Context: an optimization exercise on an open-source flow, tuned for small area, a short achievable clock period and few clock cycles. The choices shown serve that exercise and are no tape-out recipe. RTL that was checked went through simulation tests only; none was proved equivalent to the original. No functional check of the RTL was part of runs 4 to 7.

File: design/flow/design.v
package aesKeyPkg;
    localparam int wordWidth = 32;
    localparam int keyWidth = 128;
    localparam int addrWidth = 12;
    localparam int numRounds = 10;
    localparam int numWords = 44;
    typedef logic [3:0] roundIdxT;
    typedef logic [5:0] wordIdxT;
    localparam logic [8*numRounds-1:0] rconTable = {
        8'h01,
        8'h02,
        8'h04,
        8'h08,
        8'h10,
        8'h20,
        8'h40,
        8'h80,
        8'h1b,
        8'h36
    };
    typedef logic [keyWidth-1:0] roundKeyT;
    localparam logic [addrWidth-1:0] keyAddr0 = 12'h000;
    localparam logic [addrWidth-1:0] keyAddr1 = 12'h004;
    localparam logic [addrWidth-1:0] keyAddr2 = 12'h008;
    localparam logic [addrWidth-1:0] keyAddr3 = 12'h00c;
    localparam logic [addrWidth-1:0] ctrlAddr = 12'h010;
    localparam logic [addrWidth-1:0] statusAddr = 12'h014;
    localparam logic [addrWidth-1:0] roundKeyBase = 12'h100;
endpackage
`timescale 1ns/1ns
module aesSbox (input logic [7:0] in, output logic [7:0] out);
    logic U0, U1, U2, U3, U4, U5, U6, U7;
    logic T1, T2, T3, T4, T5, T6, T7, T8, T9, T10, T11, T12, T13, T14, T15, T16, T17, T18, T19, T20, T21, T22, T23, T24, T25, T26, T27, M1, M2, M3, M4, M5, M6, M7, M8, M9, M10, M11, M12, M13, M14, M15, M16, M17, M18, M19, M20, M21, M22, M23, M24, M25, M26, M27, M28, M29, M30, M31, M32, M33, M34, M35, M36, M37, M38, M39, M40, M41, M42, M43, M44, M45, M46, M47, M48, M49, M50, M51, M52, M53, M54, M55, M56, M57, M58, M59, M60, M61, M62, M63, L0, L1, L2, L3, L4, L5, L6, L7, L8, L9, L10, L11, L12, L13, L14, L15, L16, L17, L18, L19, L20, L21, L22, L23, L24, L25, L26, L27, L28, L29;
    logic S0, S1, S2, S3, S4, S5, S6, S7;
    assign U0 = in[7];
    assign U1 = in[6];
    assign U2 = in[5];
    assign U3 = in[4];
    assign U4 = in[3];
    assign U5 = in[2];
    assign U6 = in[1];
    assign U7 = in[0];
    assign T1 = U0 ^ U3;
    assign T2 = U0 ^ U5;
    assign T3 = U0 ^ U6;
    assign T4 = U3 ^ U5;
    assign T5 = U4 ^ U6;
    assign T6 = T1 ^ T5;
    assign T7 = U1 ^ U2;
    assign T8 = U7 ^ T6;
    assign T9 = U7 ^ T7;
    assign T10 = T6 ^ T7;
    assign T11 = U1 ^ U5;
    assign T12 = U2 ^ U5;
    assign T13 = T3 ^ T4;
    assign T14 = T6 ^ T11;
    assign T15 = T5 ^ T11;
    assign T16 = T5 ^ T12;
    assign T17 = T9 ^ T16;
    assign T18 = U3 ^ U7;
    assign T19 = T7 ^ T18;
    assign T20 = T1 ^ T19;
    assign T21 = U6 ^ U7;
    assign T22 = T7 ^ T21;
    assign T23 = T2 ^ T22;
    assign T24 = T2 ^ T10;
    assign T25 = T20 ^ T17;
    assign T26 = T3 ^ T16;
    assign T27 = T1 ^ T12;
    assign M1 = T13 & T6;
    assign M2 = T23 & T8;
    assign M3 = T14 ^ M1;
    assign M4 = T19 & U7;
    assign M5 = M4 ^ M1;
    assign M6 = T3 & T16;
    assign M7 = T22 & T9;
    assign M8 = T26 ^ M6;
    assign M9 = T20 & T17;
    assign M10 = M9 ^ M6;
    assign M11 = T1 & T15;
    assign M12 = T4 & T27;
    assign M13 = M12 ^ M11;
    assign M14 = T2 & T10;
    assign M15 = M14 ^ M11;
    assign M16 = M3 ^ M2;
    assign M17 = M5 ^ T24;
    assign M18 = M8 ^ M7;
    assign M19 = M10 ^ M15;
    assign M20 = M16 ^ M13;
    assign M21 = M17 ^ M15;
    assign M22 = M18 ^ M13;
    assign M23 = M19 ^ T25;
    assign M24 = M22 ^ M23;
    assign M25 = M22 & M20;
    assign M26 = M21 ^ M25;
    assign M27 = M20 ^ M21;
    assign M28 = M23 ^ M25;
    assign M29 = M28 & M27;
    assign M30 = M26 & M24;
    assign M31 = M20 & M23;
    assign M32 = M27 & M31;
    assign M33 = M27 ^ M25;
    assign M34 = M21 & M22;
    assign M35 = M24 & M34;
    assign M36 = M24 ^ M25;
    assign M37 = M21 ^ M29;
    assign M38 = M32 ^ M33;
    assign M39 = M23 ^ M30;
    assign M40 = M35 ^ M36;
    assign M41 = M38 ^ M40;
    assign M42 = M37 ^ M39;
    assign M43 = M37 ^ M38;
    assign M44 = M39 ^ M40;
    assign M45 = M42 ^ M41;
    assign M46 = M44 & T6;
    assign M47 = M40 & T8;
    assign M48 = M39 & U7;
    assign M49 = M43 & T16;
    assign M50 = M38 & T9;
    assign M51 = M37 & T17;
    assign M52 = M42 & T15;
    assign M53 = M45 & T27;
    assign M54 = M41 & T10;
    assign M55 = M44 & T13;
    assign M56 = M40 & T23;
    assign M57 = M39 & T19;
    assign M58 = M43 & T3;
    assign M59 = M38 & T22;
    assign M60 = M37 & T20;
    assign M61 = M42 & T1;
    assign M62 = M45 & T4;
    assign M63 = M41 & T2;
    assign L0 = M61 ^ M62;
    assign L1 = M50 ^ M56;
    assign L2 = M46 ^ M48;
    assign L3 = M47 ^ M55;
    assign L4 = M54 ^ M58;
    assign L5 = M49 ^ M61;
    assign L6 = M62 ^ L5;
    assign L7 = M46 ^ L3;
    assign L8 = M51 ^ M59;
    assign L9 = M52 ^ M53;
    assign L10 = M53 ^ L4;
    assign L11 = M60 ^ L2;
    assign L12 = M48 ^ M51;
    assign L13 = M50 ^ L0;
    assign L14 = M52 ^ M61;
    assign L15 = M55 ^ L1;
    assign L16 = M56 ^ L0;
    assign L17 = M57 ^ L1;
    assign L18 = M58 ^ L8;
    assign L19 = M63 ^ L4;
    assign L20 = L0 ^ L1;
    assign L21 = L1 ^ L7;
    assign L22 = L3 ^ L12;
    assign L23 = L18 ^ L2;
    assign L24 = L15 ^ L9;
    assign L25 = L6 ^ L10;
    assign L26 = L7 ^ L9;
    assign L27 = L8 ^ L10;
    assign L28 = L11 ^ L14;
    assign L29 = L11 ^ L17;
    assign S0 = L6 ^ L24;
    assign S1 = ~(L16 ^ L26);
    assign S2 = ~(L19 ^ L28);
    assign S3 = L6 ^ L21;
    assign S4 = L20 ^ L22;
    assign S5 = L25 ^ L29;
    assign S6 = ~(L13 ^ L27);
    assign S7 = ~(L6 ^ L23);
    assign out[7] = S0;
    assign out[6] = S1;
    assign out[5] = S2;
    assign out[4] = S3;
    assign out[3] = S4;
    assign out[2] = S5;
    assign out[1] = S6;
    assign out[0] = S7;
endmodule
`timescale 1ns/1ns
module roundKeyGen (
    input  aesKeyPkg::roundKeyT curKey,
    input  logic [31:0]         tword,
    input  logic                down,
    output aesKeyPkg::roundKeyT nextKey
);
    logic [31:0] s0, s1, s2, s3;
    logic [31:0] n0, n1, n2, n3;
    assign s0 = curKey[127:96];
    assign s1 = curKey[95:64];
    assign s2 = curKey[63:32];
    assign s3 = curKey[31:0];
    assign n0 = s0 ^ tword;
    assign n1 = s1 ^ (down ? s0 : n0);
    assign n2 = s2 ^ (down ? s1 : n1);
    assign n3 = s3 ^ (down ? s2 : n2);
    assign nextKey = {n0, n1, n2, n3};
endmodule
`timescale 1ns/1ns
`timescale 1ns/1ns
`timescale 1ns/1ns
`timescale 1ns/1ns
module aesKeyExpansionApb (
    input  logic                 clk,
    input  logic                 reset,
    input  logic                 psel,
    input  logic                 penable,
    input  logic                 pwrite,
    input  logic [aesKeyPkg::addrWidth-1:0] paddr,
    input  logic [aesKeyPkg::wordWidth-1:0] pwdata,
    output logic [aesKeyPkg::wordWidth-1:0] prdata,
    output logic                 pready,
    output logic                 pslverr
);
    logic       setup;
    logic       isKey;
    logic       isCtrl;
    logic       isStatus;
    logic       isRk;
    logic       rkValid;
    logic       rkRead;
    logic       errIn;
    logic [3:0] tgtIn;
    assign setup = psel & ~penable;
    assign isKey = (paddr[11:4] == 8'h00) & (paddr[1:0] == 2'b00);
    assign isCtrl = (paddr == aesKeyPkg::ctrlAddr);
    assign isStatus = (paddr == aesKeyPkg::statusAddr);
    assign isRk = (paddr[11:8] != 4'h0);
    assign tgtIn = paddr[7:4];
    assign rkValid = (paddr[11:8] == 4'h1) & (tgtIn <= 4'd10);
    assign rkRead = ~pwrite & rkValid;
    assign errIn = ~(isKey | isCtrl | isStatus | isRk) | (~pwrite & isRk & ~rkValid);
    aesKeyPkg::roundKeyT keyReg;      
    aesKeyPkg::roundKeyT rk;          
    aesKeyPkg::roundKeyT nextRk;
    logic [3:0]  cur;                 
    logic [3:0]  nbr;                 
    logic        down;                
    logic [3:0]  tgt;                 
    logic        done;
    logic [2:0]  tcnt;                
    logic [31:0] tword;
    logic        readyReg;
    logic        errReg;
    logic [1:0]  wsel;
    logic        selKey;
    logic        selRk;
    logic        selStat;
    logic       tval;
    logic       waiting;
    logic       wantDown;
    logic       start;
    logic       stepSetup;
    logic       stepWait;
    logic       flip;
    logic       step;
    logic       newDown;
    assign tval = tcnt[2];
    assign waiting = ~readyReg;
    assign wantDown = (tgt < cur);
    assign start = setup & pwrite & isCtrl & pwdata[0];
    assign stepSetup = setup & rkRead & tval & (tgtIn == nbr);
    assign stepWait = waiting & tval & (wantDown == down);
    assign flip = waiting & (wantDown != down);
    assign step = stepSetup | stepWait;
    assign newDown = (nbr == 4'd10) ? 1'b1 : (nbr == 4'd0) ? 1'b0 : down;
    always_ff @(posedge clk) begin
        if (reset) begin
            cur <= 4'd0;
            nbr <= 4'd1;
            down <= 1'b0;
            done <= 1'b0;
            readyReg <= 1'b1;
            tcnt <= 3'd0;
        end else begin
            if (start) begin
                cur <= 4'd0;
                nbr <= 4'd1;
                down <= 1'b0;
                done <= 1'b1;
            end else if (step) begin
                cur <= nbr;
                down <= newDown;
                nbr <= newDown ? nbr - 4'd1 : nbr + 4'd1;
            end else if (flip) begin
                down <= ~down;
                nbr <= down ? cur + 4'd1 : cur - 4'd1;
            end
            if (start | step | flip) begin
                tcnt <= 3'd0;
            end else if (~tval) begin
                tcnt <= tcnt + 3'd1;
            end
            if (setup) begin
                readyReg <= ~rkRead | (tgtIn == cur) | stepSetup;
            end else if (stepWait) begin
                readyReg <= (nbr == tgt);
            end
        end
    end
    always_ff @(posedge clk) begin
        if (setup) begin
            tgt <= tgtIn;
            errReg <= errIn;
            wsel <= paddr[3:2];
            selKey <= ~pwrite & isKey;
            selRk <= rkRead;
            selStat <= ~pwrite & isStatus;
        end
    end
    always_ff @(posedge clk) begin
        if (setup & pwrite & isKey) begin
            case (paddr[3:2])
                2'd0: keyReg[127:96] <= pwdata;
                2'd1: keyReg[95:64] <= pwdata;
                2'd2: keyReg[63:32] <= pwdata;
                default: keyReg[31:0] <= pwdata;
            endcase
        end
    end
    roundKeyGen keyGen (
        .curKey  (rk),
        .tword   (tword),
        .down    (down),
        .nextKey (nextRk)
    );
    always_ff @(posedge clk) begin
        if (start) begin
            rk <= keyReg;
        end else if (step) begin
            rk <= nextRk;
        end
    end
    logic [31:0] xword;
    logic [7:0]  sboxIn;
    logic [7:0]  sboxOut;
    logic [3:0]  rconIdx;
    logic [7:0]  rcon;
    assign xword = down ? (rk[31:0] ^ rk[63:32]) : rk[31:0];
    always_comb begin
        case (tcnt[1:0])
            2'd0: sboxIn = xword[23:16];
            2'd1: sboxIn = xword[15:8];
            2'd2: sboxIn = xword[7:0];
            default: sboxIn = xword[31:24];
        endcase
    end
    aesSbox sbox (
        .in  (sboxIn),
        .out (sboxOut)
    );
    assign rconIdx = down ? cur : nbr;
    always_comb begin
        case (rconIdx)
            4'd1: rcon = 8'h01;
            4'd2: rcon = 8'h02;
            4'd3: rcon = 8'h04;
            4'd4: rcon = 8'h08;
            4'd5: rcon = 8'h10;
            4'd6: rcon = 8'h20;
            4'd7: rcon = 8'h40;
            4'd8: rcon = 8'h80;
            4'd9: rcon = 8'h1b;
            4'd10: rcon = 8'h36;
            default: rcon = 8'h00;
        endcase
    end
    always_ff @(posedge clk) begin
        if (~tval) begin
            case (tcnt[1:0])
                2'd0: tword[31:24] <= sboxOut ^ rcon;
                2'd1: tword[23:16] <= sboxOut;
                2'd2: tword[15:8] <= sboxOut;
                default: tword[7:0] <= sboxOut;
            endcase
        end
    end
    logic [31:0] keyWord;
    logic [31:0] rkWord;
    always_comb begin
        case (wsel)
            2'd0: keyWord = keyReg[127:96];
            2'd1: keyWord = keyReg[95:64];
            2'd2: keyWord = keyReg[63:32];
            default: keyWord = keyReg[31:0];
        endcase
        case (wsel)
            2'd0: rkWord = rk[127:96];
            2'd1: rkWord = rk[95:64];
            2'd2: rkWord = rk[63:32];
            default: rkWord = rk[31:0];
        endcase
    end
    assign prdata = ({32{selKey}} & keyWord) | ({32{selRk}} & rkWord) |
                    {30'h0, selStat & done, 1'b0};
    assign pready = readyReg;
    assign pslverr = errReg;
endmodule
File: design/flow/run.sh
#!/bin/bash
# synth_recipe.tcl (not shown) runs the flow's synth.tcl, then flattens the netlist and writes it again
# the make line also repeats each setting of config.mk as NAME=value (left out here)
make -C /OpenROAD-flow-scripts/flow DESIGN_CONFIG=/design/flow/config.mk WORK_HOME=/design/flow/orfs CLKGATE_MAP_FILE= SYNTH_SCRIPT=/design/flow/synth_recipe.tcl finish
File: design/flow/config.mk
export PLATFORM = sky130hd
export DESIGN_NAME = aesKeyExpansionApb
export DESIGN_NICKNAME = aesKeyExpansionApb
export VERILOG_FILES = /design/flow/design.v
export SDC_FILE = /design/flow/constraint.sdc
export NUM_CORES = 4
export LEC_CHECK = 0
export ABC_CLOCK_PERIOD_IN_PS = 2500
export CAP_MARGIN = 20
export CORE_MARGIN = 2
export CORE_UTILIZATION = 40
export SETUP_SLACK_MARGIN = 5.0
export SLEW_MARGIN = 20
File: design/flow/constraint.sdc
create_clock -name core_clock -period 8.0 [get_ports {clk}]
set_input_delay 1.6000 -clock core_clock [delete_from_list [all_inputs] [get_ports {clk}]]
set_output_delay 1.6000 -clock core_clock [all_outputs]
set_load 0.01 [all_outputs]
==> results of run 1 <==
-- metal layers --
metal / global-route usage / up-vias
met5: 0 / -
met4: 0.102 / 0
met3: 0.0487 / 182
met2: 0.483 / 842
met1: 0.396 / 7851
li1: - / 6500
-- Yosys cell counts, drive strengths merged (5+ instances only) --
| master | count |
|---|---|
| edfxtp | 298 |
| xnor2 | 192 |
| nor2 | 156 |
| xor2 | 151 |
| o21ai | 111 |
| nand2 | 110 |
| a21oi | 96 |
| clkbuf | 65 |
| mux4 | 62 |
| nor2b | 39 |
| a22o | 32 |
| buf | 27 |
| inv | 19 |
| mux2i | 19 |
| ha | 16 |
| dfxtp | 14 |
| nor3 | 12 |
| a211oi | 10 |
| and2 | 10 |
| and3b | 10 |
| nand4 | 10 |
| a21boi | 9 |
| a22oi | 9 |
| and3 | 6 |
| nand3 | 6 |
| a21o | 5 |
| a221oi | 5 |
| nand2b | 5 |
| xnor3 | 5 |
-- metrics by stage --
step                      cells  worst slack, ns  hold WS, ns  utilization
after floorplan            1578             3.08        0.439            -
after global placement     2203             1.74        0.452        0.441
after detailed placement   2203             1.64        0.459        0.441
after CTS                  2504             3.07        0.470        0.577
after global routing       2566             2.78        0.522        0.608
final                      2566             2.90        0.465        0.608
-- layout make-up --
type                    count  area share
clock buffers              45      0.0354
clock inverters            23      0.0111
inverters                  19     0.00275
multi-input cells        1172       0.408
flip-flops and latches    312       0.328
well taps                 607      0.0269
repair buffers            388       0.188
-- path summary, 6_finish.rpt --
check / from / to / slack [ns] / depth (start not counted)
setup / recovery: down / tword[26] / 2.90 / 19
hold / removal: done / done / 0.47 / 2
setup reg to reg: down / tword[26] / 2.90 / 19
hold reg to reg: done / done / 0.47 / 2
-- cells by family after synthesis --
group | synth area share
flip-flops | 0.493
adder cells (fa/ha/maj) | 0.0134
AO/OA/AOI/OAI | 0.108
AND/OR/NAND/NOR | 0.0971
multiplexers | 0.0860
XOR/XNOR | 0.177
buffers and inverters | 0.0253
-- repair_timing --
| action | CTS | global route |
|---|---|---|
| resized for setup | 611 | 222 |
| setup endpoints to repair | 466 | 463 |
| gates cloned | 67 | 5 |
| pin swaps | 95 | 87 |
| buffers inserted | 166 | 57 |
| hold buffers | 0 | 0 |
-- critical path, stage by stage (launching register included) --
cell and delay, ns:
dfxtp_4 0.51, buf_6 0.26, nand2_1 0.13, a211oi_2 0.34, a32oi_4 0.20, xnor2_4 0.26
xnor2_4 0.18, xnor2_4 0.17, ha_4 0.23, or3_4 0.34, and2_4 0.17, buf_4 0.14
xor3_2 0.33, nor2_2 0.20, o21ai_0 0.12, a32o_2 0.24, a2bb2o_4 0.25, xnor2_2 0.19
xnor3_2 0.40, xor2_1 0.16
-- sequential cells by signal, summed over array words and instances, names as in the netlist --
name	flops
done	1
tcnt	3
selStat	1
tgt	4
readyReg	1
down	1
selKey	1
rk	128
keyReg	128
nbr	4
wsel	2
selRk	1
cur	4
tword	32
errReg	1
==> reports/metrics.cfg, run 1 <==
[status]
status = complete, no violations

[layout]
nets = 1998
fill_cells = 3347
area_growth_pct = 50.7
ff_latch_area_um2 = 9240
multi_input_area_um2 = 11500
n_antenna_cell = 0
layout_common_cells = edfxtp_1, xnor2_1, xor2_1
layout_commonest_cell = edfxtp_1
drive_gt1_frac = 0.432
final_area_um2 = 28200

[yosys]
synth_cells = 1578
synth-edff-count = 298
ys_seq_area_frac = 0.493
yosysTopAreaCellShare = 0.478
ys_ff_latch = 312
synthFlopType = edfxtp_1
yosys.area.top_type = edfxtp_1
syn_area_um2 = 18700
yosysWarningCount = 1
ys_types = 84
synthTopCellsByArea = edfxtp_1, xnor2_1, mux4_2
syn_nets = 1645
ys_async_sr_fraction = 0
syn_avg_cell_area_um2 = 11.9

[grt]
grt_pass1_wl_um = 103000
grt_pass1_vias = 15100
grt_overflow_total = 0
antenna_found_initial = 0
grt_max_degree = 43
grt_use_total = 0.294

[clock_tree]
cts-buffers-inserted = 38
clk_path_buf_depth = 3
h-tree-depth = 2
clkLatencyLatePin_ns = 0.57
cts_tree = done
clk_pin_slew_worst_paths_ns = 0.06
clk_root_buffer_cell = clkbuf_16
cts.sinks = 312

[route]
routed.top_layer = met4
drc = 0
dr_wl_met2_um = 34600
m1WireLength_um = 28600
avgRoutedWirePerCell_um = 28.4
first_pass_iters = 7
num_vias = 15400
route.met3.wl_um = 6260
drt_iter0_markers = 1858
via_per_inst = 5.99
ant_nets = 0
wl_um = 72800

[critical_path]
worstPathRequired_ns = 8.30
critPathLaunchType = flip-flop
cp_data_arrival_time_ns = 5.41
worstPathMaxFanout = 22
criticalPathCategory = reg -> reg
critPathCaptureType = flip-flop

[place]
dpl-instance-area_um2 = 20500
finalWeightedCongestion = 0.897
portBuffers = 82
hpwl_um = 34700

[floorplanning]
ios = 83
core_um2 = 46400
die_h_um = 220
die_area_um2 = 48500
die_w_um = 220
rows = 79
start_util = 0.403

[timing]
rsz0062_at_grt = yes
setup_viol = 0
finClkSkew_ns = 0.0234
relSlewSlack = 0.446
timing.fmax_ghz = 0.196
worstMarginPinSlew_ns = 0.828
drv_slew = 0
finalCritPeriodShare = 0.638
finalHoldViolCount = 0
period_minus_slack_ns = 5.10
fin_setup_tns_ns = 0

[run]
max_cap_viol_count = 0

[min_path]
worstHoldPathType = reg -> reg

Testbench counts, summed over its fixed seeds: cycles 18,048.
==> inputs of run 2 (changes only) <==
--- a/design/flow/config.mk
+++ b/design/flow/config.mk
@@ -5,7 +5,6 @@
 export SDC_FILE = /design/flow/constraint.sdc
 export NUM_CORES = 4
 export LEC_CHECK = 0
-export ABC_CLOCK_PERIOD_IN_PS = 2500
 export CAP_MARGIN = 20
 export CORE_MARGIN = 2
 export CORE_UTILIZATION = 40
==> reports/metrics.cfg, run 2 <==
[layout]
largestRegisters = keyReg x128, rk x128, tword x32
layout_commonest_cell = edfxtp_1
fill_cells = 3347
nets = 1998
layout_common_cells = edfxtp_1, xnor2_1, xor2_1
n_antenna_cell = 0
drive_gt1_frac = 0.432
area_growth_pct = 50.7

[critical_path]
criticalPathCategory = reg -> reg
worstPathMaxFanout = 22
cp_data_arrival_time_ns = 5.41
critPathCaptureType = flip-flop
critPathLaunchType = flip-flop
worstPathRequired_ns = 8.30

[place]
dpl_worst_slack_ns = 1.64
portBuffers = 82
hpwl_um = 34700
finalWeightedCongestion = 0.897

[floorplanning]
die_h_um = 220
die_w_um = 220
die_area_um2 = 48500
rows = 79
ios = 83
core_um2 = 46400
start_util = 0.403

[route]
via_per_inst = 5.99
drt_iter0_markers = 1858
wl_um = 72800
drc = 0
dr_wl_met2_um = 34600
m1WireLength_um = 28600
avgRoutedWirePerCell_um = 28.4
ant_nets = 0
route.met3.wl_um = 6260
routed.top_layer = met4
num_vias = 15400
first_pass_iters = 7

[timing]
fin_setup_tns_ns = 0
rsz0062_at_grt = yes
setup_viol = 0
finalHoldViolCount = 0
period_minus_slack_ns = 5.10
finClkSkew_ns = 0.0234
worstMarginPinSlew_ns = 0.828
drv_slew = 0
finalCritPeriodShare = 0.638
relSlewSlack = 0.446
fin_ws_ns = 2.90
timing.fmax_ghz = 0.196

[yosys]
synth-edff-count = 298
synth_adder_area_share = 0.0134
synthMuxAreaShare = 0.0860
ys_types = 84
synth_cells = 1578
synth_top_family_by_area = XOR/XNOR gates
ys_async_sr_fraction = 0
synth-compound-area-share = 0.108
yosys.area.top_type = edfxtp_1
synthTopCellsByArea = edfxtp_1, xnor2_1, mux4_2
ys_ff_latch = 312
yosysMostFrequentCell = edfxtp_1
syn_area_um2 = 18700
yosysTopAreaCellShare = 0.478
syn_nets = 1645
yosysWarningCount = 1
ys_seq_area_frac = 0.493
synthXorXnorAreaFrac = 0.177
ys_top_cells_by_count = edfxtp_1, xnor2_1, nor2_1
yosys.area_share.simple = 0.0971
synthFlopType = edfxtp_1
syn_avg_cell_area_um2 = 11.9

[grt]
grt_pass1_wl_um = 103000
grt_max_degree = 43
grt_use_total = 0.294
grt_pass1_vias = 15100
grt_overflow_total = 0
antenna_found_initial = 0

[run]
max_cap_viol_count = 0

[clock_tree]
clk_pin_slew_worst_paths_ns = 0.06
h-tree-depth = 2
cts-buffers-inserted = 38
clk_path_buf_depth = 3
clkLatencyLatePin_ns = 0.57
cts.sinks = 312
cts_tree = done
clk_root_buffer_cell = clkbuf_16

[min_path]
worstHoldPathType = reg -> reg

[status]
status = complete, no violations

-- run 2: kinds of logic after synthesis --
| kind of cell | Yosys count |
|---|---|
| AOI/OAI and AO/OA | 315 |
| xor gates and xnor gates | 350 |
| adders and majority gates | 19 |
| buffers and inverters | 111 |
| DFF | 312 |
| muxes | 83 |
| and+or+nand+nor | 388 |
-- run 2: final cells by class --
class | count | area, um2 | share of cell area
Clock buffer | 45 | 998 | 0.0354
Clock inverter | 23 | 312 | 0.0111
Inverter | 19 | 77.6 | 0.00275
Multi-Input combinational cell | 1172 | 11500 | 0.408
Sequential cell | 312 | 9240 | 0.328
Tap cell | 607 | 759 | 0.0269
Timing Repair Buffer | 388 | 5300 | 0.188
-- run 2: timing repair --
item                       CTS  global route
gates resized for setup    611           222
hold buffers                 0             0
setup endpoints to repair  466           463
cloned                      67             5
setup buffers              166            57
pin swaps                   95            87
-- run 2: layer usage --
| metal | track usage | vias to the layer above |
|---|---|---|
| met4 | 0.102 | 0 |
| met1 | 0.396 | 7851 |
| met2 | 0.483 | 842 |
| li1 | - | 6500 |
| met5 | 0 | - |
| met3 | 0.0487 | 182 |
-- run 2: worst max-delay path, cell delays in order (launching register included) --
cell and delay [ns]:
dfxtp_4 0.51, buf_6 0.26, nand2_1 0.13, a211oi_2 0.34, a32oi_4 0.20, xnor2_4 0.26
xnor2_4 0.18, xnor2_4 0.17, ha_4 0.23, or3_4 0.34, and2_4 0.17, buf_4 0.14
xor3_2 0.33, nor2_2 0.20, o21ai_0 0.12, a32o_2 0.24, a2bb2o_4 0.25, xnor2_2 0.19
xnor3_2 0.40, xor2_1 0.16
-- run 2: worst paths after layout --
kind         start         to  slack [ns]  cells after the start
max           down  tword[26]        2.90                     19
min           done       done        0.47                      2
max reg2reg   down  tword[26]        2.90                     19
min reg2reg   done       done        0.47                      2
-- run 2: through the flow --
step	area, um2	cells	hold slack [ns]	utilization
4_1_cts	26700	2504	0.470	0.577
5_1_grt	28200	2566	0.522	0.608
6_report	28200	2566	0.465	0.608
3_3_place_gp	20500	2203	0.452	0.441
2_1_floorplan	19400	1578	0.439	-
3_5_place_dp	20500	2203	0.459	0.441
==> inputs of run 3 (changes only) <==
--- a/design/flow/config.mk
+++ b/design/flow/config.mk
@@ -8,5 +8,4 @@
 export CAP_MARGIN = 20
 export CORE_MARGIN = 2
 export CORE_UTILIZATION = 40
-export SETUP_SLACK_MARGIN = 5.0
 export SLEW_MARGIN = 20
==> reports/metrics.cfg, run 3 <==
[clock_tree]
clk_root_buffer_cell = clkbuf_16
clk_path_buf_depth = 3
h-tree-depth = 2
cts_hold_buf = 0
cts_tree = done
cts.sinks = 312
post_cts_buffers = 0
clk_pin_slew_worst_paths_ns = 0.06
clkLatencyLatePin_ns = 0.57
cts_repair_resize_count = 0
cts-buffers-inserted = 37

[critical_path]
rr_endpoint = tword[26]
critPathCaptureType = flip-flop
crit_path_end = tword[26]
rr_worst_depth = 18
cp-startpoint = tcnt[0]
cp_data_arrival_time_ns = 6.79
worstPathMaxFanout = 13
timing.critical_path.cells = ha_1 -> inv_1 -> nand4_1 -> o211a_1 -> xnor2_4 -> xnor2_1 -> buf_4 -> xnor2_1 -> ha_1 -> or3_1 -> and2_1 -> xnor3_1 -> xnor2_2 -> o21ai_1 -> a221oi_2 -> xor2_1 -> xnor3_1 -> xor2_1
criticalPathCategory = reg -> reg
critPathLaunchType = flip-flop
crit_path_max_incr_delay_ns = 0.59
r2r_start = tcnt[0]
rrSetupSlack_ns = 1.52
slowest_stage = ha_1
worstPathRequired_ns = 8.31

[yosys]
synthTopCellsByArea = edfxtp_1, xnor2_1, mux4_2
ys_top_cells_by_count = edfxtp_1, xnor2_1, nor2_1
synth_adder_area_share = 0.0134
synthMuxAreaShare = 0.0860
yosysMostFrequentCell = edfxtp_1
synth-compound-area-share = 0.108
synth_top_family_by_area = XOR/XNOR gates
synthXorXnorAreaFrac = 0.177
ys_async_sr_fraction = 0
syn_nets = 1645
synth_cells = 1578
ys_seq_area_frac = 0.493
syn_area_um2 = 18700
ys_types = 84
syn_avg_cell_area_um2 = 11.9
yosysTopAreaCellShare = 0.478
yosys.area_share.simple = 0.0971
synth-edff-count = 298
ys_ff_latch = 312
yosys.area.top_type = edfxtp_1
synthFlopType = edfxtp_1
yosysWarningCount = 1

[place]
dpl-instance-area_um2 = 20100
finalWeightedCongestion = 0.896
hpwl_um = 32700
portBuffers = 82

[route]
route.met3.wl_um = 2440
drt_iter0_markers = 988
wl_um = 49800
ant_nets = 0
avgRoutedWirePerCell_um = 22.0
first_pass_iters = 7
routed.top_layer = met4
num_vias = 12600
m1WireLength_um = 21800
dr_wl_met2_um = 24300
via_per_inst = 5.55
drc = 0

[min_path]
worstHoldPathType = reg -> reg
hold_start = done

[timing]
finClkSkew_ns = 0.0190
rsz0062_at_grt = no
timing.fmax_ghz = 0.154
period_minus_slack_ns = 6.48
finalHoldViolCount = 0
worstMarginPinSlew_ns = 1.04
drv_slew = 0
relSlewSlack = 0.309
finalCritPeriodShare = 0.810
fin_setup_tns_ns = 0
setup_viol = 0

[floorplanning]
start_util = 0.403
core_um2 = 46400
die_h_um = 220
rows = 79
die_w_um = 220
ios = 83
die_area_um2 = 48500

[layout]
largestRegisters = keyReg x128, rk x128, tword x32
layout_common_cells = edfxtp_1, xnor2_1, nor2_1
fill_cells = 4184
ff_latch_area_um2 = 9230
final_area_um2 = 21300
drive_gt1_frac = 0.112
layout_commonest_cell = edfxtp_1
multi_input_area_um2 = 9030
n_antenna_cell = 0
nets = 1696
area_growth_pct = 14.1

[grt]
grt_max_degree = 93
grt_pass1_vias = 12700
antenna_found_initial = 1
grt_use_total = 0.209
grt_pass1_wl_um = 76100
grt_overflow_total = 0

[run]
max_cap_viol_count = 0

[status]
status = complete, no violations

[run 3: layout make-up]
cell class	count	area share
multi-input cells	1155	0.423
clock buffers	43	0.0455
well taps	607	0.0356
inverters	19	0.00334
flip-flops and latches	312	0.433
clock inverters	24	0.0126
repair buffers	104	0.0468
[run 3: cell families after synthesis]
kind of cell,count (synthesis)
AOI/OAI and AO/OA,315
DFF,312
buffers and inverters,111
and+or+nand+nor,388
xor gates and xnor gates,350
adders and majority gates,19
muxes,83
[run 3: how the worst min path moves through the flow]
stage | slack (ns) | depth (start not counted) | to
2_1_floorplan | 0.44 | 2 | done
3_3_place_gp | 0.45 | 2 | done
3_5_place_dp | 0.47 | 2 | done
4_1_cts | 0.49 | 2 | done
5_1_grt | 0.52 | 2 | done
6_report | 0.48 | 2 | done
[run 3: critical path, delay by kind of cell, from the launching register on]
| family | cells | cell delay, ns |
|---|---|---|
| fa+ha+maj | 2 | 0.91 |
| buf+inv | 2 | 0.47 |
| simple gates | 3 | 0.75 |
| compound gates | 3 | 1.06 |
| xor+xnor | 8 | 2.59 |
| flops | 1 | 0.41 |
[run 3: stage by stage]
step | hold slack [ns] | setup WS (ns) | cells | utilization
global route | 0.520 | 1.05 | 2264 | 0.460
detailed placement | 0.473 | 1.61 | 2197 | 0.433
global placement | 0.454 | 1.79 | 2197 | 0.433
floorplan | 0.440 | 1.33 | 1578 | -
CTS | 0.487 | 1.55 | 2264 | 0.460
finish | 0.484 | 1.52 | 2264 | 0.460
[run 3: layer usage]
layer / vias up / track usage
met5: - / 0
met2: 347 / 0.352
met4: 0 / 0.0680
met3: 71 / 0.0256
met1: 6316 / 0.281
li1: 5827 / -
==> inputs of run 4 (changes only) <==
--- a/design/flow/design.v
+++ b/design/flow/design.v
@@ -28,10 +28,9 @@
     localparam logic [addrWidth-1:0] roundKeyBase = 12'h100;
 endpackage
 `timescale 1ns/1ns
-module aesSbox (input logic [7:0] in, output logic [7:0] out);
+module aesSboxTop (input logic [7:0] in, output logic [21:0] mid);
     logic U0, U1, U2, U3, U4, U5, U6, U7;
-    logic T1, T2, T3, T4, T5, T6, T7, T8, T9, T10, T11, T12, T13, T14, T15, T16, T17, T18, T19, T20, T21, T22, T23, T24, T25, T26, T27, M1, M2, M3, M4, M5, M6, M7, M8, M9, M10, M11, M12, M13, M14, M15, M16, M17, M18, M19, M20, M21, M22, M23, M24, M25, M26, M27, M28, M29, M30, M31, M32, M33, M34, M35, M36, M37, M38, M39, M40, M41, M42, M43, M44, M45, M46, M47, M48, M49, M50, M51, M52, M53, M54, M55, M56, M57, M58, M59, M60, M61, M62, M63, L0, L1, L2, L3, L4, L5, L6, L7, L8, L9, L10, L11, L12, L13, L14, L15, L16, L17, L18, L19, L20, L21, L22, L23, L24, L25, L26, L27, L28, L29;
-    logic S0, S1, S2, S3, S4, S5, S6, S7;
+    logic T1, T2, T3, T4, T5, T6, T7, T8, T9, T10, T11, T12, T13, T14, T15, T16, T17, T18, T19, T20, T21, T22, T23, T24, T25, T26, T27, M1, M2, M3, M4, M5, M6, M7, M8, M9, M10, M11, M12, M13, M14, M15, M16, M17, M18, M19, M20, M21, M22, M23;
     assign U0 = in[7];
     assign U1 = in[6];
     assign U2 = in[5];
@@ -90,6 +89,13 @@
     assign M21 = M17 ^ M15;
     assign M22 = M18 ^ M13;
     assign M23 = M19 ^ T25;
+    assign mid = {M20, M21, M22, M23, T1, T2, T3, T4, T6, T8, T9, T10, T13, T15, T16, T17, T19, T20, T22, T23, T27, U7};
+endmodule
+module aesSboxBot (input logic [21:0] mid, output logic [7:0] out);
+    logic M20, M21, M22, M23, T1, T2, T3, T4, T6, T8, T9, T10, T13, T15, T16, T17, T19, T20, T22, T23, T27, U7;
+    logic M24, M25, M26, M27, M28, M29, M30, M31, M32, M33, M34, M35, M36, M37, M38, M39, M40, M41, M42, M43, M44, M45, M46, M47, M48, M49, M50, M51, M52, M53, M54, M55, M56, M57, M58, M59, M60, M61, M62, M63, L0, L1, L2, L3, L4, L5, L6, L7, L8, L9, L10, L11, L12, L13, L14, L15, L16, L17, L18, L19, L20, L21, L22, L23, L24, L25, L26, L27, L28, L29;
+    logic S0, S1, S2, S3, S4, S5, S6, S7;
+    assign {M20, M21, M22, M23, T1, T2, T3, T4, T6, T8, T9, T10, T13, T15, T16, T17, T19, T20, T22, T23, T27, U7} = mid;
     assign M24 = M22 ^ M23;
     assign M25 = M22 & M20;
     assign M26 = M21 ^ M25;
@@ -242,9 +248,8 @@
     logic [31:0] tword;
     logic        readyReg;
     logic        errReg;
-    logic [1:0]  wsel;
-    logic        selKey;
-    logic        selRk;
+    logic [3:0]  selKey;
+    logic [3:0]  selRk;
     logic        selStat;
     logic       tval;
     logic       waiting;
@@ -255,7 +260,7 @@
     logic       flip;
     logic       step;
     logic       newDown;
-    assign tval = tcnt[2];
+    assign tval = (tcnt == 3'd5);
     assign waiting = ~readyReg;
     assign wantDown = (tgt < cur);
     assign start = setup & pwrite & isCtrl & pwdata[0];
@@ -302,9 +307,10 @@
         if (setup) begin
             tgt <= tgtIn;
             errReg <= errIn;
-            wsel <= paddr[3:2];
-            selKey <= ~pwrite & isKey;
-            selRk <= rkRead;
+            for (int k = 0; k < 4; k++) begin
+                selKey[k] <= ~pwrite & isKey & (paddr[3:2] == 2'(k));
+                selRk[k] <= rkRead & (paddr[3:2] == 2'(k));
+            end
             selStat <= ~pwrite & isStatus;
         end
     end
@@ -333,6 +339,8 @@
     end
     logic [31:0] xword;
     logic [7:0]  sboxIn;
+    logic [21:0] sboxMid;
+    logic [21:0] sboxMidReg;
     logic [7:0]  sboxOut;
     logic [3:0]  rconIdx;
     logic [7:0]  rcon;
@@ -345,8 +353,15 @@
             default: sboxIn = xword[31:24];
         endcase
     end
-    aesSbox sbox (
+    aesSboxTop sboxTop (
         .in  (sboxIn),
+        .mid (sboxMid)
+    );
+    always_ff @(posedge clk) begin
+        sboxMidReg <= sboxMid;
+    end
+    aesSboxBot sboxBot (
+        .mid (sboxMidReg),
         .out (sboxOut)
     );
     assign rconIdx = down ? cur : nbr;
@@ -366,33 +381,25 @@
         endcase
     end
     always_ff @(posedge clk) begin
-        if (~tval) begin
-            case (tcnt[1:0])
-                2'd0: tword[31:24] <= sboxOut ^ rcon;
-                2'd1: tword[23:16] <= sboxOut;
-                2'd2: tword[15:8] <= sboxOut;
-                default: tword[7:0] <= sboxOut;
-            endcase
-        end
+        case (tcnt)
+            3'd1: tword[31:24] <= sboxOut ^ rcon;
+            3'd2: tword[23:16] <= sboxOut;
+            3'd3: tword[15:8] <= sboxOut;
+            3'd4: tword[7:0] <= sboxOut;
+            default: ;
+        endcase
     end
     logic [31:0] keyWord;
     logic [31:0] rkWord;
     always_comb begin
-        case (wsel)
-            2'd0: keyWord = keyReg[127:96];
-            2'd1: keyWord = keyReg[95:64];
-            2'd2: keyWord = keyReg[63:32];
-            default: keyWord = keyReg[31:0];
-        endcase
-        case (wsel)
-            2'd0: rkWord = rk[127:96];
-            2'd1: rkWord = rk[95:64];
-            2'd2: rkWord = rk[63:32];
-            default: rkWord = rk[31:0];
-        endcase
+        keyWord = '0;
+        rkWord = '0;
+        for (int k = 0; k < 4; k++) begin
+            keyWord = keyWord | ({32{selKey[k]}} & keyReg[127-32*k -: 32]);
+            rkWord = rkWord | ({32{selRk[k]}} & rk[127-32*k -: 32]);
+        end
     end
-    assign prdata = ({32{selKey}} & keyWord) | ({32{selRk}} & rkWord) |
-                    {30'h0, selStat & done, 1'b0};
+    assign prdata = keyWord | rkWord | {30'h0, selStat & done, 1'b0};
     assign pready = readyReg;
     assign pslverr = errReg;
 endmodule
--- a/design/flow/config.mk
+++ b/design/flow/config.mk
@@ -7,5 +7,6 @@
 export LEC_CHECK = 0
 export CAP_MARGIN = 20
 export CORE_MARGIN = 2
-export CORE_UTILIZATION = 40
+export CORE_UTILIZATION = 65
+export PLACE_DENSITY = 0.75
 export SLEW_MARGIN = 20
==> reports/metrics.cfg, run 4 <==
[status]
status = complete, no violations

[timing]
drv_slew = 0
worstMarginPinSlew_ns = 1.12
relSlewSlack = 0.247
finClkSkew_ns = 0.0136
setup_viol = 0
finalHoldViolCount = 0
rsz0062_at_grt = no
timing.fmax_ghz = 0.210
fin_setup_tns_ns = 0
period_minus_slack_ns = 4.75
finalCritPeriodShare = 0.594
whs_ns = 0.513
fin_ws_ns = 3.25

[grt]
antenna_found_initial = 0
grt_pass1_wl_um = 76700
grt_pass1_vias = 13500
grt_use_total = 0.328
grt_overflow_total = 0
grt_max_degree = 83

[yosys]
syn_avg_cell_area_um2 = 11.1
ys_types = 78
ys_async_sr_fraction = 0
ys_ff_latch = 338
yosys.area.top_type = edfxtp_1
yosysWarningCount = 1
synthTopCellsByArea = edfxtp_1, xnor2_1, xor2_1
yosysTopAreaCellShare = 0.483
syn_nets = 1763
synth-edff-count = 302
synthFlopType = edfxtp_1
synth_cells = 1695
yosysMostFrequentCell = edfxtp_1
syn_area_um2 = 18800
ys_seq_area_frac = 0.522
ys_top_cells_by_count = edfxtp_1, xnor2_1, nor2_1

[place]
finalWeightedCongestion = 0.884
dpl_worst_slack_ns = 2.74
place_inst = 2083
hpwl_um = 30100
portBuffers = 82
dpl-instance-area_um2 = 19900

[layout]
area_growth_pct = 12.1
nets = 1807
final_area_um2 = 21000
layout_commonest_cell = edfxtp_1
drive_gt1_frac = 0.0656
largestRegisters = keyReg x128, rk x128, tword x32
n_antenna_cell = 0
final_cells = 2151
layout_common_cells = edfxtp_1, xnor2_1, nor2_1

[floorplanning]
die_area_um2 = 30200
die_w_um = 174
die_h_um = 174
ios = 83
rows = 62
start_util = 0.657
core_um2 = 28500

[route]
via_per_inst = 6.40
wl_um = 49800
first_pass_iters = 6
avgRoutedWirePerCell_um = 23.2
num_vias = 13800
ant_nets = 0
drc = 0
drt_iter0_markers = 1474

[clock_tree]
post_cts_buffers = 0
h-tree-depth = 2
clk_pin_slew_worst_paths_ns = 0.06
clk_root_buffer_cell = clkbuf_16
clkLatencyLatePin_ns = 0.53
cts_repair_resize_count = 0
cts_tree = done
clk_path_buf_depth = 3
cts-buffers-inserted = 38
cts.sinks = 338
cts_hold_buf = 0

[critical_path]
timing.critical_path.cells = clkdlybuf4s50_1 -> or4_1 -> nor2_1 -> nand2_1 -> nor2_1 -> nand4_1 -> buf_4 -> nand2_4 -> buf_4
cp-startpoint = paddr[6]
crit_path_max_incr_delay_ns = 0.70
critPathCaptureType = flip-flop
slowest_stage = nand2_4
rrSetupSlack_ns = 3.40
r2r_start = down
cp_data_arrival_time_ns = 4.91
criticalPathCategory = in -> reg
worstPathMaxFanout = 58
critPathLaunchType = input pin
worstPathRequired_ns = 8.16

[min_path]
worstHoldPathType = reg -> reg
hold_start = done

[run]
max_cap_viol_count = 0

[run 4: cell count changes after synthesis, sizes merged, moves of 12 or more]
cell / before / now
xor2: 151 / 167
a22o: 32 / 11
nand4: 10 / 34
clkbuf: 65 / 79
mux4: 62 / 0
a22oi: 9 / 134
nor2: 156 / 176
o21ai: 111 / 84
dfxtp: 14 / 36
xnor2: 192 / 180
[run 4: cells by family (layout without fill, tap and decap cells)]
family,after synthesis,after routing,synth area share
fa+ha+maj,19,19,0.0135
compound gates,407,407,0.147
flops,338,338,0.522
xor+xnor,353,353,0.172
simple gates,434,434,0.107
buf+inv,121,193,0.0267
mux,23,23,0.0126
[run 4: path summary, 6_finish.rpt]
| check | end | depth (start not counted) |
|---|---|---|
| max | rk[64] | 9 |
| min | done | 2 |
| max reg2reg | sboxMidReg[18] | 11 |
| min reg2reg | done | 2 |
[run 4: per-layer routing]
layer | routed length [um] | global-route usage | vias to the layer above
li1 | - | - | 6239
met4 | 2320 | 0.140 | 0
met2 | 22900 | 0.522 | 727
met3 | 4930 | 0.0497 | 138
met5 | 0 | 0 | -
met1 | 19700 | 0.454 | 6673
[run 4: final cells by class]
| type | instances | area (um2) |
|---|---|---|
| sequential | 338 | 9790 |
| multi-input combinational | 1236 | 8520 |
| fill | 2023 | 7500 |
| clock buffer | 49 | 1020 |
| timing repair buffer | 106 | 1000 |
| tap | 384 | 480 |
| clock inverter | 19 | 155 |
| inverter | 19 | 71.3 |
[run 4: stage by stage]
stage	util
global placement	0.696
global route	0.737
finish	0.737
floorplan	-
CTS	0.737
detailed placement	0.696
[run 4: critical path, delay by kind of cell]
kind	cells	cell delay, ns
buf+inv	3	1.43
simple gates	6	1.82
==> inputs of run 5 (changes only) <==
--- a/design/flow/config.mk
+++ b/design/flow/config.mk
@@ -7,6 +7,5 @@
 export LEC_CHECK = 0
 export CAP_MARGIN = 20
 export CORE_MARGIN = 2
-export CORE_UTILIZATION = 65
-export PLACE_DENSITY = 0.75
+export CORE_UTILIZATION = 40
 export SLEW_MARGIN = 20
==> reports/metrics.cfg, run 5 <==
[status]
status = complete, no violations

[yosys]
synth_cells = 1695
synth-edff-count = 302
yosysMostFrequentCell = edfxtp_1
ys_seq_area_frac = 0.522
syn_nets = 1763
syn_area_um2 = 18800
ys_async_sr_fraction = 0
ys_types = 78
yosys.area.top_type = edfxtp_1
syn_avg_cell_area_um2 = 11.1
ys_ff_latch = 338
yosysTopAreaCellShare = 0.483
synthFlopType = edfxtp_1
ys_top_cells_by_count = edfxtp_1, xnor2_1, nor2_1
yosysWarningCount = 1
synthTopCellsByArea = edfxtp_1, xnor2_1, xor2_1

[layout]
drive_gt1_frac = 0.0662
final_area_um2 = 21400
final_core_util = 0.460
nets = 1809
layout_commonest_cell = edfxtp_1
fill_cells = 4302
area_growth_pct = 13.8
layout_common_cells = edfxtp_1, xnor2_1, nor2_1
multi_input_area_um2 = 8510
n_antenna_cell = 0
largestRegisters = keyReg x128, rk x128, tword x32
ff_latch_area_um2 = 9790

[place]
portBuffers = 82
dpl-instance-area_um2 = 20200
hpwl_um = 33000
finalWeightedCongestion = 0.816

[grt]
grt_pass1_wl_um = 80900
grt_overflow_total = 0
grt_max_degree = 129
grt_use_total = 0.222
antenna_found_initial = 2
grt_pass1_vias = 13200

[route]
ant_nets = 0
first_pass_iters = 5
avgRoutedWirePerCell_um = 22.6
drc = 0
num_vias = 13500
drt_iter0_markers = 1367
via_per_inst = 5.70
wl_um = 53700

[clock_tree]
cts_repair_resize_count = 0
cts.sinks = 338
clk_root_buffer_cell = clkbuf_16
cts-buffers-inserted = 39
clk_pin_slew_worst_paths_ns = 0.06
clkLatencyLatePin_ns = 0.56
clk_path_buf_depth = 3
cts_hold_buf = 0
post_cts_buffers = 0
h-tree-depth = 2
cts_tree = done

[min_path]
worstHoldPathType = reg -> reg
hold_start = done

[run]
max_cap_viol_count = 0

[critical_path]
critPathLaunchType = input pin
cp_data_arrival_time_ns = 4.83
worstPathRequired_ns = 8.28
critPathCaptureType = flip-flop
cp-startpoint = paddr[6]
r2r_start = down
criticalPathCategory = in -> reg
worstPathMaxFanout = 74

[timing]
relSlewSlack = 0.146
setup_viol = 0
timing.fmax_ghz = 0.220
fin_setup_tns_ns = 0
drv_slew = 0
finalCritPeriodShare = 0.569
period_minus_slack_ns = 4.55
rsz0062_at_grt = no
whs_ns = 0.493
finClkSkew_ns = 0.0245
worstMarginPinSlew_ns = 1.27
finalHoldViolCount = 0

[floorplanning]
die_area_um2 = 48700
die_w_um = 221
ios = 83
die_h_um = 221
rows = 79
start_util = 0.404
core_um2 = 46500

run 5: cell count changes in the layout (fill, tap and decap cells not counted):
cell	delta
xnor2_1	+1
bufinv_16	+1
clkinv_1	-1
clkinv_4	-1
xnor2_2	-1
clkinv_2	-1
dfxtp_2	+1
buf_12	+1
clkbuf_8	+1
dfxtp_1	-1
run 5: kinds of logic (layout without fill, tap and decap cells):
logic type	count (synthesis)	after routing	share of synthesized area
xor+xnor	353	353	0.172
buf+inv	121	193	0.0267
compound gates	407	407	0.147
fa+ha+maj	19	19	0.0135
mux	23	23	0.0126
flops	338	338	0.522
simple gates	434	434	0.107
run 5: metrics by stage:
stage	instances	worst slack (ns)
2_1_floorplan	1695	1.33
3_3_place_gp	2307	2.99
3_5_place_dp	2307	2.93
4_1_cts	2374	3.53
5_1_grt	2374	3.28
6_report	2374	3.45
run 5: metal layers:
metal,up-vias,global-route usage,wire [um]
met1,6690,0.297,22500
li1,6238,-,-
met5,-,0,27
met2,491,0.366,25800
met3,106,0.0400,4000
met4,4,0.0718,1440
run 5: worst paths after layout:
path | slack [ns] | end | depth (start not counted)
min | 0.49 | done | 2
max reg2reg | 3.70 | sboxMidReg[18] | 11
min reg2reg | 0.49 | done | 2
max | 3.45 | rk[67] | 8
run 5: worst max-delay path: stages:
cell and delay, ns:
clkdlybuf4s50_1 0.51, or4_1 0.56, nor2_1 0.15, nand2_1 0.10
nor2_1 0.23, and4_4 0.81, buf_4 0.60, o21ai_0 0.18
run 5: final cells by class:
cell class	instances	share of cell area
Inverter	19	0.00334
Tap cell	607	0.0355
Multi-Input combinational cell	1236	0.398
Clock inverter	17	0.00785
Clock buffer	50	0.0486
Timing Repair Buffer	107	0.0478
Sequential cell	338	0.458
==> inputs of run 6 (changes only) <==
--- a/design/flow/config.mk
+++ b/design/flow/config.mk
@@ -8,4 +8,5 @@
 export CAP_MARGIN = 20
 export CORE_MARGIN = 2
 export CORE_UTILIZATION = 40
+export SETUP_SLACK_MARGIN = 3.5
 export SLEW_MARGIN = 20
==> reports/metrics.cfg, run 6 <==
[yosys]
synthTopCellsByArea = edfxtp_1, xnor2_1, xor2_1
yosysTopAreaCellShare = 0.483
synthXorXnorAreaFrac = 0.172
syn_area_um2 = 18800
ys_async_sr_fraction = 0
synth-compound-area-share = 0.147
syn_avg_cell_area_um2 = 11.1
ys_seq_area_frac = 0.522
synth_cells = 1695
synth_adder_area_share = 0.0135
synthFlopType = edfxtp_1
synthMuxAreaShare = 0.0126
synth-edff-count = 302
yosys.area.top_type = edfxtp_1
yosysWarningCount = 1
yosysMostFrequentCell = edfxtp_1
syn_nets = 1763
ys_ff_latch = 338
ys_types = 78
synth_top_family_by_area = XOR/XNOR gates
yosys.area_share.simple = 0.107
ys_top_cells_by_count = edfxtp_1, xnor2_1, nor2_1

[critical_path]
timing.critical_path.cells = clkdlybuf4s50_1 -> or4_1 -> nor2_1 -> nand2_1 -> nor2_1 -> and4_4 -> buf_4 -> o21ai_0
slowest_stage = and4_4
critPathCaptureType = flip-flop
crit_top_cell = nor2_1
cp_top_family = simple AND/OR/NAND/NOR gates
cp_data_arrival_time_ns = 4.74
crit_buf_inv = 2
criticalPathCategory = in -> reg
r2r_start = down
crit_path_max_incr_delay_ns = 0.78
rrSetupSlack_ns = 3.87
rr_endpoint = sboxMidReg[18]
worstPathRequired_ns = 8.26
worstPathMaxFanout = 71
critPathLaunchType = input pin
rr_worst_depth = 10

[layout]
area_growth_pct = 14.5
largestRegisters = keyReg x128, rk x128, tword x32
layout_common_cells = edfxtp_1, xnor2_1, nor2_1
nets = 1820
fill_cells = 4262
drive_gt1_frac = 0.0707
n_antenna_cell = 0
layout_commonest_cell = edfxtp_1
final_core_util = 0.463

[grt]
grt_overflow_total = 0
grt_pass1_wl_um = 80100
antenna_found_initial = 2
grt_max_degree = 129
grt_pass1_vias = 13300
grt_use_total = 0.220

[timing]
finClkSkew_ns = 0.0231
relSlewSlack = 0.204
setup_viol = 0
period_minus_slack_ns = 4.48
worstMarginPinSlew_ns = 1.19
whs_ns = 0.498
finalCritPeriodShare = 0.560
finalHoldViolCount = 0
timing.fmax_ghz = 0.223
drv_slew = 0
rsz0062_at_grt = yes
fin_setup_tns_ns = 0

[min_path]
holdPathEnd = done
hold_start = done
min_path_cells = 2
worstHoldPathType = reg -> reg

[clock_tree]
clk_root_buffer_cell = clkbuf_16
cts-buffers-inserted = 40
clk_path_buf_depth = 3
h-tree-depth = 2
clkLatencyLatePin_ns = 0.56
clk_pin_slew_worst_paths_ns = 0.06
cts.sinks = 338
cts_tree = done

[floorplanning]
die_area_um2 = 48700
rows = 79
die_w_um = 221
ios = 83
start_util = 0.404
die_h_um = 221
core_um2 = 46500

[route]
first_pass_iters = 6
ant_nets = 0
wl_um = 53900
drc = 0
via_per_inst = 5.69
avgRoutedWirePerCell_um = 22.6
num_vias = 13600
drt_iter0_markers = 1388

[place]
finalWeightedCongestion = 0.837
portBuffers = 82
hpwl_um = 32800

[run]
max_cap_viol_count = 0

[status]
status = complete, no violations

-- run 6: cell types whose count changed in the layout (fill, tap and decap cells not counted), sizes merged --
cell      previous run  this run
clkinv              10        20
clkbuf              50        49
inv                 21        19
clkinvlp             2         1
nand2              114       115
buf                 25        34
bufinv               3         2
-- run 6: kinds of logic (layout without fill, tap and decap cells) --
family,Yosys count,in the layout
AOI/OAI and AO/OA,407,407
xor gates and xnor gates,353,353
adders and majority gates,19,19
buffers and inverters,121,207
DFF,338,338
muxes,23,23
and+or+nand+nor,434,435
-- run 6: area by class of cell --
class                           count  area (um2)  area share
Inverter                           19        71.3     0.00332
Sequential cell                   338        9790       0.456
Clock buffer                       49        1080      0.0501
Timing Repair Buffer              116        1100      0.0510
Multi-Input combinational cell   1237        8540       0.397
Tap cell                          607         759      0.0353
Clock inverter                     23         154     0.00716
-- run 6: worst min-delay path: cells and delay by family (launching register included) --
family | cells | cell delay (ns)
and+or+nand+nor | 2 | 0.14
DFF | 1 | 0.32
-- run 6: metrics by stage --
step	setup WS, ns	cells	instance area [um2]
after global placement	3.01	2313	20200
after CTS	3.52	2385	21400
after detailed placement	2.94	2313	20200
after floorplan	3.40	1695	18800
after global routing	3.23	2389	21500
final	3.52	2389	21500
-- run 6: layer usage --
layer / wire length, um / track usage / share of wire / up-vias
li1: - / - / - / 6270
met1: 21900 / 0.288 / 0.41 / 6650
met2: 25500 / 0.360 / 0.47 / 564
met3: 4600 / 0.0448 / 0.085 / 116
met4: 1880 / 0.0853 / 0.035 / 2
met5: 8 / 0 / 0.00015 / -
-- run 6: what timing repair did --
item	in CTS	in global routing
buffers inserted	0	2
resized for setup	0	0
hold buffers	0	0
endpoints found under the setup margin	0	137
endpoints found under the hold margin	0	0
-- run 6: how the worst max path moves through the flow --
stage	start	to	slack [ns]	cells past startpoint
finish	paddr[7]	rk[92]	3.52	8
global placement	paddr[6]	rk[25]	3.01	8
detailed placement	paddr[7]	rk[92]	2.94	8
floorplan	psel	keyReg[0]	3.40	5
global route	paddr[6]	rk[26]	3.23	8
CTS	paddr[7]	rk[92]	3.52	8
==> inputs of run 7 (changes only) <==
--- a/design/flow/config.mk
+++ b/design/flow/config.mk
@@ -8,5 +8,5 @@
 export CAP_MARGIN = 20
 export CORE_MARGIN = 2
 export CORE_UTILIZATION = 40
-export SETUP_SLACK_MARGIN = 3.5
+export SETUP_SLACK_MARGIN = 4.5
 export SLEW_MARGIN = 20
==> reports/metrics.cfg, run 7 <==
[status]
status = complete, no violations

[timing]
finalCritPeriodShare = 0.455
finClkSkew_ns = 0.0320
drv_slew = 0
worstMarginPinSlew_ns = 1.21
rsz0062_at_grt = yes
fin_setup_tns_ns = 0
relSlewSlack = 0.190
finalHoldViolCount = 0
period_minus_slack_ns = 3.64
timing.fmax_ghz = 0.275
setup_viol = 0

[grt]
antenna_found_initial = 2
grt_pass1_vias = 14200
grt_overflow_total = 0
grt_pass1_wl_um = 90400
grt_max_degree = 46
grt_use_total = 0.252

[yosys]
synthTopCellsByArea = edfxtp_1, xnor2_1, xor2_1
syn_avg_cell_area_um2 = 11.1
yosysMostFrequentCell = edfxtp_1
ys_ff_latch = 338
yosysTopAreaCellShare = 0.483
synth-edff-count = 302
ys_async_sr_fraction = 0
synth_cells = 1695
yosys.area.top_type = edfxtp_1
yosysWarningCount = 1
syn_area_um2 = 18800
ys_top_cells_by_count = edfxtp_1, xnor2_1, nor2_1
synthFlopType = edfxtp_1
ys_seq_area_frac = 0.522
ys_types = 78
syn_nets = 1763

[critical_path]
cp_data_arrival_time_ns = 2.04
rrSetupSlack_ns = 4.61
critPathLaunchType = flip-flop
critPathCaptureType = primary output
criticalPathCategory = reg -> out
worstPathMaxFanout = 14
worstPathRequired_ns = 6.40

[route]
num_vias = 14500
wl_um = 62700
drt_iter0_markers = 1676
first_pass_iters = 6
drc = 0
avgRoutedWirePerCell_um = 25.6
ant_nets = 0
via_per_inst = 5.93

[layout]
area_growth_pct = 22.1
n_antenna_cell = 0
largestRegisters = keyReg x128, rk x128, tword x32
layout_common_cells = edfxtp_1, xnor2_1, nor2_1
drive_gt1_frac = 0.153
layout_commonest_cell = edfxtp_1
nets = 1882

[clock_tree]
h-tree-depth = 2
clk_path_buf_depth = 3
cts-buffers-inserted = 39
cts_tree = done
clk_pin_slew_worst_paths_ns = 0.06
cts.sinks = 338
clkLatencyLatePin_ns = 0.58
clk_root_buffer_cell = clkbuf_16

[place]
hpwl_um = 32900
portBuffers = 82
finalWeightedCongestion = 0.818

[floorplanning]
ios = 83
rows = 79
die_area_um2 = 48700
start_util = 0.404
die_h_um = 221
core_um2 = 46500
die_w_um = 221

[run]
max_cap_viol_count = 0

[min_path]
worstHoldPathType = reg -> reg

==> run 7: cell counts after synthesis <==
No cell type changed its count.
==> run 7: logic make-up after synthesis <==
family | synth area share
muxes | 0.0126
xor gates and xnor gates | 0.172
DFF | 0.522
AOI/OAI and AO/OA | 0.147
adders and majority gates | 0.0135
and+or+nand+nor | 0.107
buffers and inverters | 0.0267
==> run 7: final timing paths <==
path / startpoint / to / cells past startpoint
setup / recovery: selKey[3] / prdata[1] / 5
setup reg to reg: tcnt[0] / sboxMidReg[18] / 9
hold / removal: done / done / 2
hold reg to reg: done / done / 2
==> run 7: stage by stage <==
step           cell area, um2  instances  setup WS [ns]   util  hold WS (ns)
4_1_cts                 22400       2424           4.29  0.483         0.491
3_5_place_dp            20200       2308           2.98  0.435         0.476
5_1_grt                 22900       2451           4.30  0.493         0.500
2_1_floorplan           18900       1695           4.08      -         0.440
6_report                22900       2451           4.36  0.493         0.490
3_3_place_gp            20200       2308           3.10  0.434         0.466
==> run 7: timing repair <==
item,CTS,global route
cloned,17,7
hold buffers,0,0
resized for setup,189,68
setup endpoints to repair,439,291
setup buffers,28,20
pin swaps,28,23
==> run 7: layout make-up <==
| class | count | area, um2 |
|---|---|---|
| Fill cell | 4147 | 23500 |
| Sequential cell | 338 | 9790 |
| Multi-Input combinational cell | 1248 | 9060 |
| Timing Repair Buffer | 168 | 1870 |
| Clock buffer | 49 | 1080 |
| Tap cell | 607 | 759 |
| Clock inverter | 22 | 275 |
| Inverter | 19 | 71.3 |
==> run 7: worst max-delay path: stages (launching register included) <==
cell and delay (ns):
edfxtp_1 0.45, buf_12 0.20, a22o_1 0.25, a221oi_2 0.18, nand3_1 0.14, clkdlybuf4s15_2 0.26
==> run 7: routing by layer <==
layer | track usage | up-vias | share of wire
li1 | - | 6443 | -
met2 | 0.420 | 685 | 0.47
met4 | 0.101 | 4 | 0.038
met1 | 0.322 | 7259 | 0.40
met5 | 0 | - | 0.0011
met3 | 0.0482 | 145 | 0.093

==> what the ideal ports hide <==
In the flow no input, the clock included, has a driving cell. The finished layouts below were timed again as built, in two steps.
Step 1: set_driving_cell puts a clkbuf_16 on clk and a buf_2 on each other input, an assumption about the parent block.
Step 2 moves the port delays by t, midway between the first and last clock arrival at a register: inputs arrive t later, outputs are due t later. That takes back most of the time a late clock gives input paths.
Three values: ideal ports, drivers, drivers and shift; two values: the first two.
run	t (ns)	setup WS [ns]	latest minus earliest clock arrival (ns)	worst register clock-pin slew, ns
run 1	0.608	2.896 / 2.896 / 2.896	0.024 / 0.024	0.06 / 0.06
run 2	0.608	2.896 / 2.896 / 2.896	0.024 / 0.024	0.06 / 0.06
run 3	0.612	1.518 / 1.518 / 1.518	0.020 / 0.020	0.07 / 0.07
run 4	0.575	3.248 / 3.280 / 2.705	0.014 / 0.013	0.06 / 0.06
run 5	0.605	3.452 / 3.485 / 2.880	0.026 / 0.026	0.06 / 0.06
run 6	0.599	3.524 / 3.558 / 2.960	0.024 / 0.023	0.06 / 0.06
run 7	0.620	4.363 / 4.306 / 4.064	0.032 / 0.032	0.06 / 0.06
After both steps setup and hold are still met in every run listed. For run 5, which loses most, drivers alone change the setup slack by +0.033 ns; drivers and shift together by -0.572 ns.
